Background: an optimization exercise with open tools, aiming at small area, a short achievable clock period and few clock cycles. Do not read the settings as production practice. No functional check of the RTL was part of this run.

==> flow/design.v <==
`timescale 1ns / 1ps
package cblf_pkg;
	localparam int FRAC_BITS_DEF = 16;
	localparam int CW  = 12;
	localparam int OW  = 14;
	localparam int FW  = 17;
	localparam int DW  = 4;
	localparam int NNB = 8;
endpackage
`timescale 1ns / 1ps
module cblf_link_gen #(
	parameter int CAP   = 4,   
	parameter bit INREG = 1    
) (
	input  logic               clk,
	input  logic               arst_n,
	input  logic               in_valid,
	output logic               in_ready,
	input  logic               intake_open,
	input  logic signed [11:0] point_x,
	input  logic signed [11:0] point_y,
	input  logic [21:0]        r2,         
	input  logic               stall,      
	output logic               busy,
	output logic               lk_valid,
	output logic [2:0]         lk_k,
	output logic               lk_last,
	output logic signed [11:0] lk_x,
	output logic signed [11:0] lk_y,
	output logic [12:0]        lk_c
);
	logic               ev_v;        
	logic signed [11:0] ev_x, ev_y;
	logic               slot_ok;     
	logic [CAP-1:0]     qv;
	logic [7:0]         rest;
	logic               pop, push;
	logic [7:0]         mask_in;
	assign pop     = qv[0] && !stall && (rest == '0);
	assign slot_ok = !qv[CAP-1] || pop;
	if (INREG) begin : g_in
		logic               ir_v;
		logic signed [11:0] ir_x, ir_y;
		assign in_ready = intake_open && (!ir_v || slot_ok);
		always_ff @(posedge clk or negedge arst_n) begin
			if (!arst_n) ir_v <= 1'b0;
			else if (in_valid && in_ready) ir_v <= 1'b1;
			else if (slot_ok || mask_in == '0) ir_v <= 1'b0;
		end
		always_ff @(posedge clk) begin
			if (in_valid && in_ready) begin
				ir_x <= point_x;
				ir_y <= point_y;
			end
		end
		assign ev_v = ir_v;
		assign ev_x = ir_x;
		assign ev_y = ir_y;
		assign busy = ir_v || qv[0];
	end else begin : g_in
		assign in_ready = intake_open && slot_ok;
		assign ev_v = in_valid && in_ready;
		assign ev_x = point_x;
		assign ev_y = point_y;
		assign busy = qv[0];
	end
	logic [10:0]        x1, y1;
	logic               sx, sy;
	logic [24:0]        rx [11];
	logic [24:0]        ry [11];
	logic signed [24:0] c_full;
	logic               c_ok;
	logic signed [13:0] h, hd, hn, hdn;
	logic signed [13:0] vx, vy, vs, vd;
	assign sx = ev_x[11];
	assign sy = ev_y[11];
	assign x1 = ev_x[10:0] ^ {11{sx}};
	assign y1 = ev_y[10:0] ^ {11{sy}};
	always_comb begin
		for (int i = 0; i < 11; i++) begin
			rx[i] = '0;
			ry[i] = '0;
			rx[i][2*i] = x1[i];
			ry[i][2*i] = y1[i];
			for (int j = i + 1; j < 11; j++) begin
				rx[i][i+j+1] = x1[i] & x1[j];
				ry[i][i+j+1] = y1[i] & y1[j];
			end
		end
	end
	assign c_full = rx[0] + rx[1] + rx[2] + rx[3] + rx[4] + rx[5] + rx[6] + rx[7] + rx[8] + rx[9] + rx[10]
		+ ry[0] + ry[1] + ry[2] + ry[3] + ry[4] + ry[5] + ry[6] + ry[7] + ry[8] + ry[9] + ry[10]
		+ (sx ? 25'({x1, 1'b1}) : 25'd0) + (sy ? 25'({y1, 1'b1}) : 25'd0) - 25'(r2);
	assign c_ok = (c_full[24:13] == '0);
	assign h    = $signed({2'b0, c_full[12:1]});
	assign hd   = $signed({1'b0, c_full[12:0]} + 14'd1) >>> 1;
	assign hn   = ~h;
	assign hdn  = ~hd;
	assign vx = 14'(ev_x);
	assign vy = 14'(ev_y);
	assign vs = vx + vy;
	assign vd = vx - vy;
	always_comb begin
		mask_in[0] = vy > h;
		mask_in[1] = vy <= hn;
		mask_in[2] = vx > h;
		mask_in[3] = vs > hd;
		mask_in[4] = vd > hd;
		mask_in[5] = vx <= hn;
		mask_in[6] = vd <= hdn;
		mask_in[7] = vs <= hdn;
		if (!c_ok) mask_in = '0;
	end
	logic signed [11:0] qx [CAP];
	logic signed [11:0] qy [CAP];
	logic [12:0]        qc [CAP];
	logic [7:0]         qm [CAP];
	logic [2:0]         pick;
	logic               emit;
	always_comb begin
		pick = 3'd0;
		for (int k = 7; k >= 0; k--) begin
			if (qm[0][k]) pick = 3'(k);
		end
	end
	assign rest = qm[0] & (qm[0] - 8'd1);
	assign emit = qv[0] && !stall;
	assign push = ev_v && slot_ok && (mask_in != '0);
	assign lk_valid = qv[0];
	assign lk_k     = pick;
	assign lk_last  = (rest == '0);
	assign lk_x     = qx[0];
	assign lk_y     = qy[0];
	assign lk_c     = qc[0];
	for (genvar i = 0; i < CAP; i++) begin : g_q
		logic nxt_v, here;
		if (i + 1 < CAP) begin : g_n
			assign nxt_v = qv[i+1];
		end else begin : g_n
			assign nxt_v = 1'b0;
		end
		if (i == 0) begin : g_h
			assign here = pop ? !nxt_v : !qv[0];
		end else begin : g_h
			assign here = pop ? (qv[i] && !nxt_v) : (!qv[i] && qv[i-1]);
		end
		always_ff @(posedge clk or negedge arst_n) begin
			if (!arst_n) qv[i] <= 1'b0;
			else if (pop) qv[i] <= nxt_v || (push && here);
			else if (push && here) qv[i] <= 1'b1;
		end
		always_ff @(posedge clk) begin
			if (push && here) begin
				qx[i] <= ev_x;
				qy[i] <= ev_y;
				qc[i] <= c_full[12:0];
				qm[i] <= mask_in;
			end else if (pop) begin
				if (i + 1 < CAP) begin
					qx[i] <= qx[(i+1)%CAP];
					qy[i] <= qy[(i+1)%CAP];
					qc[i] <= qc[(i+1)%CAP];
					qm[i] <= qm[(i+1)%CAP];
				end
			end else if (i == 0 && emit) begin
				qm[i] <= rest;
			end
		end
	end
endmodule
`timescale 1ns / 1ps
module cblf_isqrt #(
	parameter int J = 15
) (
	input  logic [11:0] mq,
	input  logic [31:0] sig_i,     
	input  logic [15:0] w_i,       
	output logic [31:0] sig_o,     
	output logic [15:0] w_o
);
	localparam int TW = 31 - J;    
	logic [TW-1:0] s4, tau, diff;
	logic          take;
	assign s4 = TW'({sig_i[27-J:0], 2'b00});
	if (J == 15) begin : g_t
		assign tau = TW'({mq, 2'b11});
	end else begin : g_t
		assign tau = TW'({mq, ~w_i[14-J:0], 2'b11});
	end
	assign diff  = s4 - tau;
	assign take  = !diff[TW-1];
	assign sig_o = 32'(take ? diff[28-J:0] : s4[28-J:0]);
	assign w_o   = {w_i[14:0], take};
endmodule
`timescale 1ns / 1ps
module cblf_frac #(
	parameter logic [15:0] SPLIT = 16'b1001_0010_0100_1000,   
	parameter bit          SPLIT_SETUP = 0                      
) (
	input  logic               clk,
	input  logic               arst_n,
	input  logic               lk_valid,
	input  logic [2:0]         lk_k,
	input  logic               lk_last,
	input  logic signed [11:0] lk_x,
	input  logic signed [11:0] lk_y,
	input  logic [12:0]        lk_c,
	input  logic [11:0]        ox,
	input  logic [11:0]        oy,
	output logic               stall,      
	output logic               busy,
	output logic               out_valid,
	input  logic               out_ready,
	output logic [3:0]         link_dir,
	output logic [3:0]         back_dir,
	output logic [13:0]        fluid_x,
	output logic [13:0]        fluid_y,
	output logic [13:0]        solid_x,
	output logic [13:0]        solid_y,
	output logic [13:0]        far_x,
	output logic [13:0]        far_y,
	output logic [16:0]        wall_fraction,
	output logic               last
);
	logic               pos0, a2_0, wh0, full0;
	logic signed [12:0] sa, sb, ss;
	logic [11:0]        mq0, mq1;
	logic signed [13:0] e0;
	logic [12:0]        sig0;
	assign pos0 = (lk_k == 3'd0) || (lk_k == 3'd2) || (lk_k == 3'd3) || (lk_k == 3'd4);
	assign a2_0 = (lk_k == 3'd3) || (lk_k == 3'd4) || (lk_k == 3'd6) || (lk_k == 3'd7);
	assign sa = (lk_k == 3'd0 || lk_k == 3'd1) ? 13'sd0 : 13'(lk_x);
	assign sb = (lk_k == 3'd2 || lk_k == 3'd5) ? 13'sd0 :
		(lk_k == 3'd4 || lk_k == 3'd6) ? -(13'(lk_y)) : 13'(lk_y);
	assign ss = sa + sb;
	assign mq0 = pos0 ? 12'(ss - 13'sd1) : 12'(~ss);
	assign e0  = $signed({1'b0, lk_c}) - $signed({2'b0, mq0}) - 14'sd1;
	assign wh0 = a2_0 && !e0[13];
	assign mq1 = wh0 ? mq0 - 12'd1 : mq0;
	assign sig0 = !a2_0 ? lk_c : wh0 ? {e0[11:0], 1'b1} : {lk_c[11:0], 1'b0};
	assign full0 = (lk_c == {mq0, !a2_0});
	logic        v   [17];
	logic [11:0] m   [17];
	logic        a2  [17];
	logic        wh  [17];
	logic [31:0] sg  [17];
	logic [15:0] w   [17];
	logic        fl  [17];
	logic [2:0]  kk  [17];
	logic        ls  [17];
	logic [11:0] xx  [17];
	logic [11:0] yy  [17];
	logic [31:0] sgn [16];
	logic [15:0] wn  [16];
	logic [16:0] vbusy;
	if (SPLIT_SETUP) begin : g_s0
		always_ff @(posedge clk or negedge arst_n) begin
			if (!arst_n) v[16] <= 1'b0;
			else if (!stall) v[16] <= lk_valid;
		end
		always_ff @(posedge clk) begin
			if (!stall) begin
				m[16]  <= mq1;
				a2[16] <= a2_0;
				wh[16] <= wh0;
				sg[16] <= 32'(sig0);
				fl[16] <= full0;
				kk[16] <= lk_k;
				ls[16] <= lk_last;
				xx[16] <= lk_x;
				yy[16] <= lk_y;
			end
		end
		assign vbusy[16] = v[16];
	end else begin : g_s0
		assign v[16]  = lk_valid;
		assign m[16]  = mq1;
		assign a2[16] = a2_0;
		assign wh[16] = wh0;
		assign sg[16] = 32'(sig0);
		assign fl[16] = full0;
		assign kk[16] = lk_k;
		assign ls[16] = lk_last;
		assign xx[16] = lk_x;
		assign yy[16] = lk_y;
		assign vbusy[16] = 1'b0;
	end
	assign w[16] = '0;
	for (genvar j = 15; j >= 0; j--) begin : g_it
		cblf_isqrt #(.J(j)) u_step (
			.mq(m[j+1]), .sig_i(sg[j+1]), .w_i(w[j+1]), .sig_o(sgn[j]), .w_o(wn[j])
		);
		if (SPLIT[j] && j > 0) begin : g_reg
			always_ff @(posedge clk or negedge arst_n) begin
				if (!arst_n) v[j] <= 1'b0;
				else if (!stall) v[j] <= v[j+1];
			end
			always_ff @(posedge clk) begin
				if (!stall) begin
					m[j]  <= m[j+1];
					a2[j] <= a2[j+1];
					wh[j] <= wh[j+1];
					sg[j] <= sgn[j];
					w[j]  <= wn[j];
					fl[j] <= fl[j+1];
					kk[j] <= kk[j+1];
					ls[j] <= ls[j+1];
					xx[j] <= xx[j+1];
					yy[j] <= yy[j+1];
				end
			end
			assign vbusy[j] = vbusy[j+1] || v[j];
		end else begin : g_wire
			assign v[j]  = v[j+1];
			assign m[j]  = m[j+1];
			assign a2[j] = a2[j+1];
			assign wh[j] = wh[j+1];
			assign sg[j] = sgn[j];
			assign w[j]  = wn[j];
			assign fl[j] = fl[j+1];
			assign kk[j] = kk[j+1];
			assign ls[j] = ls[j+1];
			assign xx[j] = xx[j+1];
			assign yy[j] = yy[j+1];
			assign vbusy[j] = vbusy[j+1];
		end
	end
	assign busy = vbusy[0];
	logic        ov_a, ov_b;
	logic [2:0]  k_a, k_b, k_n;
	logic [13:0] fx_a, fy_a, fx_b, fy_b, fx_n, fy_n;
	logic [16:0] wf_a, wf_b, wf_n;
	logic        last_a, last_b;
	logic        push, take, load_a, load_b;
	assign stall = ov_b;
	assign push  = v[0] && !ov_b;
	assign take  = ov_a && out_ready;
	assign load_a = ov_b ? take : (!ov_a || take);
	assign load_b = !ov_b && ov_a && !take;
	assign k_n  = kk[0];
	assign fx_n = 14'($signed(xx[0])) + 14'(ox);
	assign fy_n = 14'($signed(yy[0])) + 14'(oy);
	assign wf_n = fl[0] ? 17'h10000 : a2[0] ? {1'b0, wh[0], w[0][15:1]} : {1'b0, w[0]};
	always_ff @(posedge clk or negedge arst_n) begin
		if (!arst_n) begin
			ov_a <= 1'b0;
			ov_b <= 1'b0;
		end else begin
			if (load_a) ov_a <= ov_b || push;
			if (ov_b) begin
				if (take) ov_b <= 1'b0;
			end else if (load_b) begin
				ov_b <= push;
			end
		end
	end
	always_ff @(posedge clk) begin
		if (load_a) begin
			k_a    <= ov_b ? k_b : k_n;
			fx_a   <= ov_b ? fx_b : fx_n;
			fy_a   <= ov_b ? fy_b : fy_n;
			wf_a   <= ov_b ? wf_b : wf_n;
			last_a <= ov_b ? last_b : ls[0];
		end
		if (load_b) begin
			k_b    <= k_n;
			fx_b   <= fx_n;
			fy_b   <= fy_n;
			wf_b   <= wf_n;
			last_b <= ls[0];
		end
	end
	logic signed [1:0] di_o, dj_o;
	always_comb begin
		case (k_a)
			3'd0, 3'd1: di_o = 2'sd0;
			3'd2, 3'd3, 3'd4: di_o = -2'sd1;
			default: di_o = 2'sd1;
		endcase
		case (k_a)
			3'd0, 3'd3, 3'd6: dj_o = -2'sd1;
			3'd2, 3'd5: dj_o = 2'sd0;
			default: dj_o = 2'sd1;
		endcase
		case (k_a)
			3'd0: begin link_dir = 4'd4; back_dir = 4'd2; end
			3'd1: begin link_dir = 4'd2; back_dir = 4'd4; end
			3'd2: begin link_dir = 4'd3; back_dir = 4'd1; end
			3'd3: begin link_dir = 4'd7; back_dir = 4'd5; end
			3'd4: begin link_dir = 4'd6; back_dir = 4'd8; end
			3'd5: begin link_dir = 4'd1; back_dir = 4'd3; end
			3'd6: begin link_dir = 4'd8; back_dir = 4'd6; end
			default: begin link_dir = 4'd5; back_dir = 4'd7; end
		endcase
	end
	assign out_valid     = ov_a;
	assign fluid_x       = fx_a;
	assign fluid_y       = fy_a;
	assign solid_x       = fx_a + 14'(di_o);
	assign solid_y       = fy_a + 14'(dj_o);
	assign far_x         = fx_a - 14'(di_o);
	assign far_y         = fy_a - 14'(dj_o);
	assign wall_fraction = wf_a;
	assign last          = last_a;
endmodule
`timescale 1ns / 1ps
module circle_boundary_link_fraction_unit #(
	parameter int FRAC_BITS = cblf_pkg::FRAC_BITS_DEF
) (
	input  logic                           clk,
	input  logic                           arst_n,
	input  logic                           cfg_valid,
	output logic                           cfg_ready,
	input  logic [1:0]                     cfg_index,
	input  logic [11:0]                    cfg_data,
	input  logic                           in_valid,
	output logic                           in_ready,
	input  logic signed [cblf_pkg::CW-1:0] point_x,
	input  logic signed [cblf_pkg::CW-1:0] point_y,
	output logic                           out_valid,
	input  logic                           out_ready,
	output logic [cblf_pkg::DW-1:0]        link_dir,
	output logic [cblf_pkg::DW-1:0]        back_dir,
	output logic [cblf_pkg::OW-1:0]        fluid_x,
	output logic [cblf_pkg::OW-1:0]        fluid_y,
	output logic [cblf_pkg::OW-1:0]        solid_x,
	output logic [cblf_pkg::OW-1:0]        solid_y,
	output logic [cblf_pkg::OW-1:0]        far_x,
	output logic [cblf_pkg::OW-1:0]        far_y,
	output logic [cblf_pkg::FW-1:0]        wall_fraction,
	output logic                           last
);
	logic [21:0] r2_q;         
	logic [11:0] cx_q, cy_q;
	logic        addc_q;
	logic        pend_v;
	logic [1:0]  pend_idx;
	logic [11:0] pend_data;
	logic        busy_gen, busy_frac, idle, stall;
	logic [10:0] r_u;
	logic [21:0] r2_n;
	logic [21:0] rr [11];
	logic        lk_valid;
	logic [2:0]  lk_k;
	logic        lk_last;
	logic signed [11:0] lk_x, lk_y;
	logic [12:0] lk_c;
	assign idle      = !busy_gen && !busy_frac;
	assign cfg_ready = !pend_v || idle;
	assign r_u = pend_data[10:0] - 11'd1;
	always_comb begin
		for (int i = 0; i < 11; i++) begin
			rr[i] = '0;
			rr[i][2*i] = r_u[i];
			for (int j = i + 1; j < 11; j++) rr[i][i+j+1] = r_u[i] & r_u[j];
		end
	end
	assign r2_n = (pend_data[10:0] == '0) ? 22'd1 :
		rr[0] + rr[1] + rr[2] + rr[3] + rr[4] + rr[5] + rr[6] + rr[7] + rr[8] + rr[9] + rr[10];
	always_ff @(posedge clk or negedge arst_n) begin
		if (!arst_n) begin
			r2_q   <= '0;
			cx_q   <= '0;
			cy_q   <= '0;
			addc_q <= 1'b1;
			pend_v <= 1'b0;
		end else begin
			if (pend_v && idle) begin
				case (pend_idx)
					2'd0: r2_q <= r2_n;
					2'd1: cx_q <= pend_data;
					2'd2: cy_q <= pend_data;
					default: addc_q <= pend_data[0];
				endcase
			end
			if (cfg_valid && cfg_ready) pend_v <= 1'b1;
			else if (idle) pend_v <= 1'b0;
		end
	end
	always_ff @(posedge clk) begin
		if (cfg_valid && cfg_ready) begin
			pend_idx  <= cfg_index;
			pend_data <= cfg_data;
		end
	end
	cblf_link_gen u_gen (
		.clk(clk), .arst_n(arst_n),
		.in_valid(in_valid), .in_ready(in_ready), .intake_open(!pend_v),
		.point_x(point_x), .point_y(point_y),
		.r2(r2_q),
		.stall(stall), .busy(busy_gen),
		.lk_valid(lk_valid), .lk_k(lk_k), .lk_last(lk_last),
		.lk_x(lk_x), .lk_y(lk_y), .lk_c(lk_c)
	);
	cblf_frac u_frac (
		.clk(clk), .arst_n(arst_n),
		.lk_valid(lk_valid), .lk_k(lk_k), .lk_last(lk_last),
		.lk_x(lk_x), .lk_y(lk_y), .lk_c(lk_c),
		.ox(addc_q ? cx_q : 12'd0), .oy(addc_q ? cy_q : 12'd0),
		.stall(stall), .busy(busy_frac),
		.out_valid(out_valid), .out_ready(out_ready),
		.link_dir(link_dir), .back_dir(back_dir),
		.fluid_x(fluid_x), .fluid_y(fluid_y),
		.solid_x(solid_x), .solid_y(solid_y),
		.far_x(far_x), .far_y(far_y),
		.wall_fraction(wall_fraction), .last(last)
	);
endmodule
==> flow/run.sh <==
#!/bin/bash
# synth_recipe.tcl (not shown) runs the flow's synth.tcl, then flattens the netlist and writes it again
# the make line also repeats each setting of config.mk as NAME=value (left out here)
make -C /OpenROAD-flow-scripts/flow DESIGN_CONFIG=/design/flow/config.mk WORK_HOME=/design/flow/orfs CLKGATE_MAP_FILE= SYNTH_SCRIPT=/design/flow/synth_recipe.tcl finish
==> flow/config.mk <==
export PLATFORM = sky130hd
export DESIGN_NAME = circle_boundary_link_fraction_unit
export DESIGN_NICKNAME = circle_boundary_link_fraction_unit
export VERILOG_FILES = /design/flow/design.v
export SDC_FILE = /design/flow/constraint.sdc
export NUM_CORES = 4
export LEC_CHECK = 0
export ABC_AREA = 1
export CAP_MARGIN = 20
export CORE_MARGIN = 2
export CORE_UTILIZATION = 35
export PLACE_DENSITY = 0.6
export SLEW_MARGIN = 20
==> flow/constraint.sdc <==
create_clock -name core_clock -period 22.0 [get_ports {clk}]
set_input_delay 4.4000 -clock core_clock [delete_from_list [all_inputs] [get_ports {clk}]]
set_output_delay 4.4000 -clock core_clock [all_outputs]
set_load 0.01 [all_outputs]
==> summary.txt <==
Area Overhead vs Synth=10.97%; Crit path top cell by count=inv_1; status=timing/DRC/antenna clean; Yosys warnings=276; final WL=165300 um; Final Max Slew Viols=0; clock sinks=720; Die Width=415.6 um; initial antenna violation count=0; relative slew slack=23.81%; IO buf count=155; CP required=22270 ps; slowest CP cell=xnor2_1; antenna cells=0; DR iter-0 viols=3242; core area=168900 um2; TritonCTS clock tree=yes; largest net degree at the start of global routing=105; Rows=151; dpl hpwl=130900 um; Synth Area per Inst=8.458 um2; Post-synth EDFFs=661; Synth top area share=33.47%; FF-to-FF Start=u_gen.g_in.ir_x[0]; maxcap violations=0; CTS clk-pin slew, worst paths=60 ps; initial core utilization=35.11%; number of nets in the layout=8032; CTS Hold Buffers Added=0; area leader, netlist=edfxtp_1; Worst Tran Pin Value=1136 ps; number of synthesized register bits=720; RSZ-0062 raised after global routing=false; Final setup viols=0; Hold Vio Cnt, Final=0; grt total ovfl=0; DR pass1 iterations=6; die area=172700 um2; Clock Latency Late Sink=720 ps; Final WS setup=9222 ps; post-synth net total=7916; Crit path largest cell delay=900 ps; CP max FO=83; setup bufs post-CTS=0; gr usage total=18.78%; Clock Skew=77.39 ps; CP Class=flop to flop; Final min period=12780 ps; final setup TNS=0 ps; WP data arrival=13050 ps; Post-route DRC=0; crit end category=flop; ranking of synthesized cells by area=edfxtp_1 33%, ha_1 15%, nand2_1 11%; hold crit path type=flop to flop; Tcrit/Tclk final=58.08%; post-route ant nets=0; CTS Root Buffer Type=clkbuf_16; vias in the first global route=46170; share of cells above drive strength 1=3.295%; Crit. Startpoint=u_gen.g_in.ir_x[0]; FILL cells=17020; Mapped Area=59300 um2; Setup Slack @ Placement=9479 ps; total CTS buffers=82; hold slack=410.0 ps; HP Start=u_frac.wh[12]; H-tree depth=3; Die Ht=415.6 um; GP Congestion=0.9211; synth unique cells=72; Top FF cell, synth=edfxtp_1; sequential area share after synthesis=35.96%; Worst setup SP type=flop; first-pass GRT wire length=259200 um; Vias/cell=5.052; Syn Inst Count=7012; asr flop ratio synth=8.194%; average wire per standard cell=17.56 um; Fmax achieved=78.26 MHz; # IOs=156; PostCTS Resize Cnt=0; Bufs on Longest Clock Path=3; DR vias=47540
## kinds of logic (layout without fill, tap and decap cells)
family / after synthesis / count (layout) / synth area share, %
AND/OR/NAND/NOR: 2702 / 2702 / 18.99
AO/OA/AOI/OAI: 1216 / 1216 / 11.48
buffers and inverters: 1121 / 1302 / 7.492
adder cells (fa/ha/maj): 861 / 861 / 20.25
flip-flops: 720 / 720 / 35.96
XOR/XNOR: 391 / 391 / 5.800
multiplexers: 1 / 1 / 0.01899
## metal layers
layer  up-vias  GRT usage [%]  wire length, um  part of all wire [%]
met4         0          5.257             4236                   2.6
li1      23840              -                -                     -
met1     22450          25.64            76850                    46
met5         -              0                0                     0
met3       215          2.078             6626                   4.0
met2      1036          31.42            77570                    47
## flip-flops by register name (all words and copies together) (netlist names), 35 cells and up
register	cells
u_frac.sg	95
u_frac.m	60
u_frac.xx	60
u_frac.yy	60
u_gen.qc	52
u_gen.qx	48
u_gen.qy	48
u_frac.w	35
## final cells by class
| cell class | instances | area, um2 | area share (%) |
|---|---|---|---|
| clock buffers | 96 | 2105 | 3.198 |
| clock inverters | 53 | 564.3 | 0.8574 |
| well taps | 2218 | 2775 | 4.217 |
| inverters | 968 | 3641 | 5.533 |
| multi-input cells | 5171 | 33600 | 51.05 |
| repair buffers | 185 | 1800 | 2.736 |
| flip-flops and latches | 720 | 21330 | 32.41 |
## cells in the final DEF, fill, tap and decap left out, types with 15 or more instances in the layout
cell type        Yosys  final
dfrtp_1             58     57
clkinv_1            11     29
clkbuf_16            0     82
buf_4                8     27
nor2_1             466    463
nor3_1              69     67
o211ai_1            36     36
o21ai_1             27     27
edfxtp_1           661    661
clkdlybuf4s50_1      0    154
a21o_1              33     33
nand3_1            193    193
xor2_1             240    239
o21a_1              15     15
ha_1               696    696
or2_2               15     15
nand2_1           1702   1700
o21ai_0            416    416
o21bai_1            44     44
inv_1              944    942
o31ai_1             19     19
nand4_1            188    188
a21oi_1            501    500
a31oi_1             39     39
xnor2_1            149    149
fa_1               165    165
## cells in the mapped netlist (5+ instances only)
cell type,number
nand3b_1,11
nand2_1,1702
nor3_1,69
and2_1,7
dfrtp_1,58
a31oi_1,39
nand3_1,193
buf_2,55
ha_1,696
o21ai_2,5
o31ai_1,19
xor2_1,240
buf_4,8
fa_1,165
o21ai_0,416
inv_2,13
inv_1,944
o21bai_1,44
edfxtp_1,661
a221oi_1,6
nand4_1,188
a21oi_1,501
nand2_2,8
o21ai_1,27
a21o_1,33
clkinv_1,11
o211ai_1,36
a21boi_0,9
nor4_1,14
o221ai_1,12
nor2_1,466
or2_2,15
nand3_2,7
clkbuf_1,63
o2111ai_1,10
o21a_1,15
a211oi_1,12
buf_6,18
xnor2_1,149
buf_1,8
## per-stage QoR
step / std cells / area (um2) / util [%]
after global routing: 9411 / 65810 / 38.96
final: 9411 / 65810 / 38.96
after detailed placement: 9262 / 63130 / 37.38
after CTS: 9411 / 65800 / 38.96
after global placement: 9260 / 63090 / 37.35
after floorplan: 7012 / 59300 / -
## worst paths after layout
check / endpoint / slack [ps] / cells after the start
max reg2reg: u_gen.qc[3][5] / 9220 / 42
min: u_frac.wh[9] / 410 / 0
max in group asynchronous: u_frac.ov_b / 17560 / 2
min reg2reg: u_frac.wh[9] / 410 / 0
max: u_gen.qc[3][5] / 9220 / 42
min in group asynchronous: r2_q[18] / 3830 / 2
## critical path: cells and delay by family, from the launching register on
kind                       cells  cell delay [ps]
xor gates and xnor gates       3             1450
DFF                            1              500
adders and majority gates     10             4750
AOI/OAI and AO/OA              7             1120
buffers and inverters         12             2260
and+or+nand+nor               10             2120

==> afterwards: timing with drivers on the ports <==
In the flow no input, the clock included, has a driving cell. The finished layout below was timed again as built, in two steps. Step 1 assumes that a clkbuf_16 drives the clock port and a buf_2 every other input. Step 2 moves the port delays by t, midway between the first and last clock arrival at a register: inputs arrive t later, outputs are due t later. That takes back most of the time a late clock gives input paths. Slacks: no drivers / after step 1 / after step 2; pairs: no drivers / after step 1.
t, ns: 0.766
setup WS [ns]: 9.222 / 9.222 / 9.222
hold WS [ns]: 0.410 / 0.410 / 0.410
clock arrival spread, ns: 0.077 / 0.077
slew at the worst register clock pin (ns): 0.07 / 0.07
After both steps setup and hold are still met in this run. For this run, drivers alone change the setup slack by 0.000 ns; drivers and shift together by 0.000 ns.
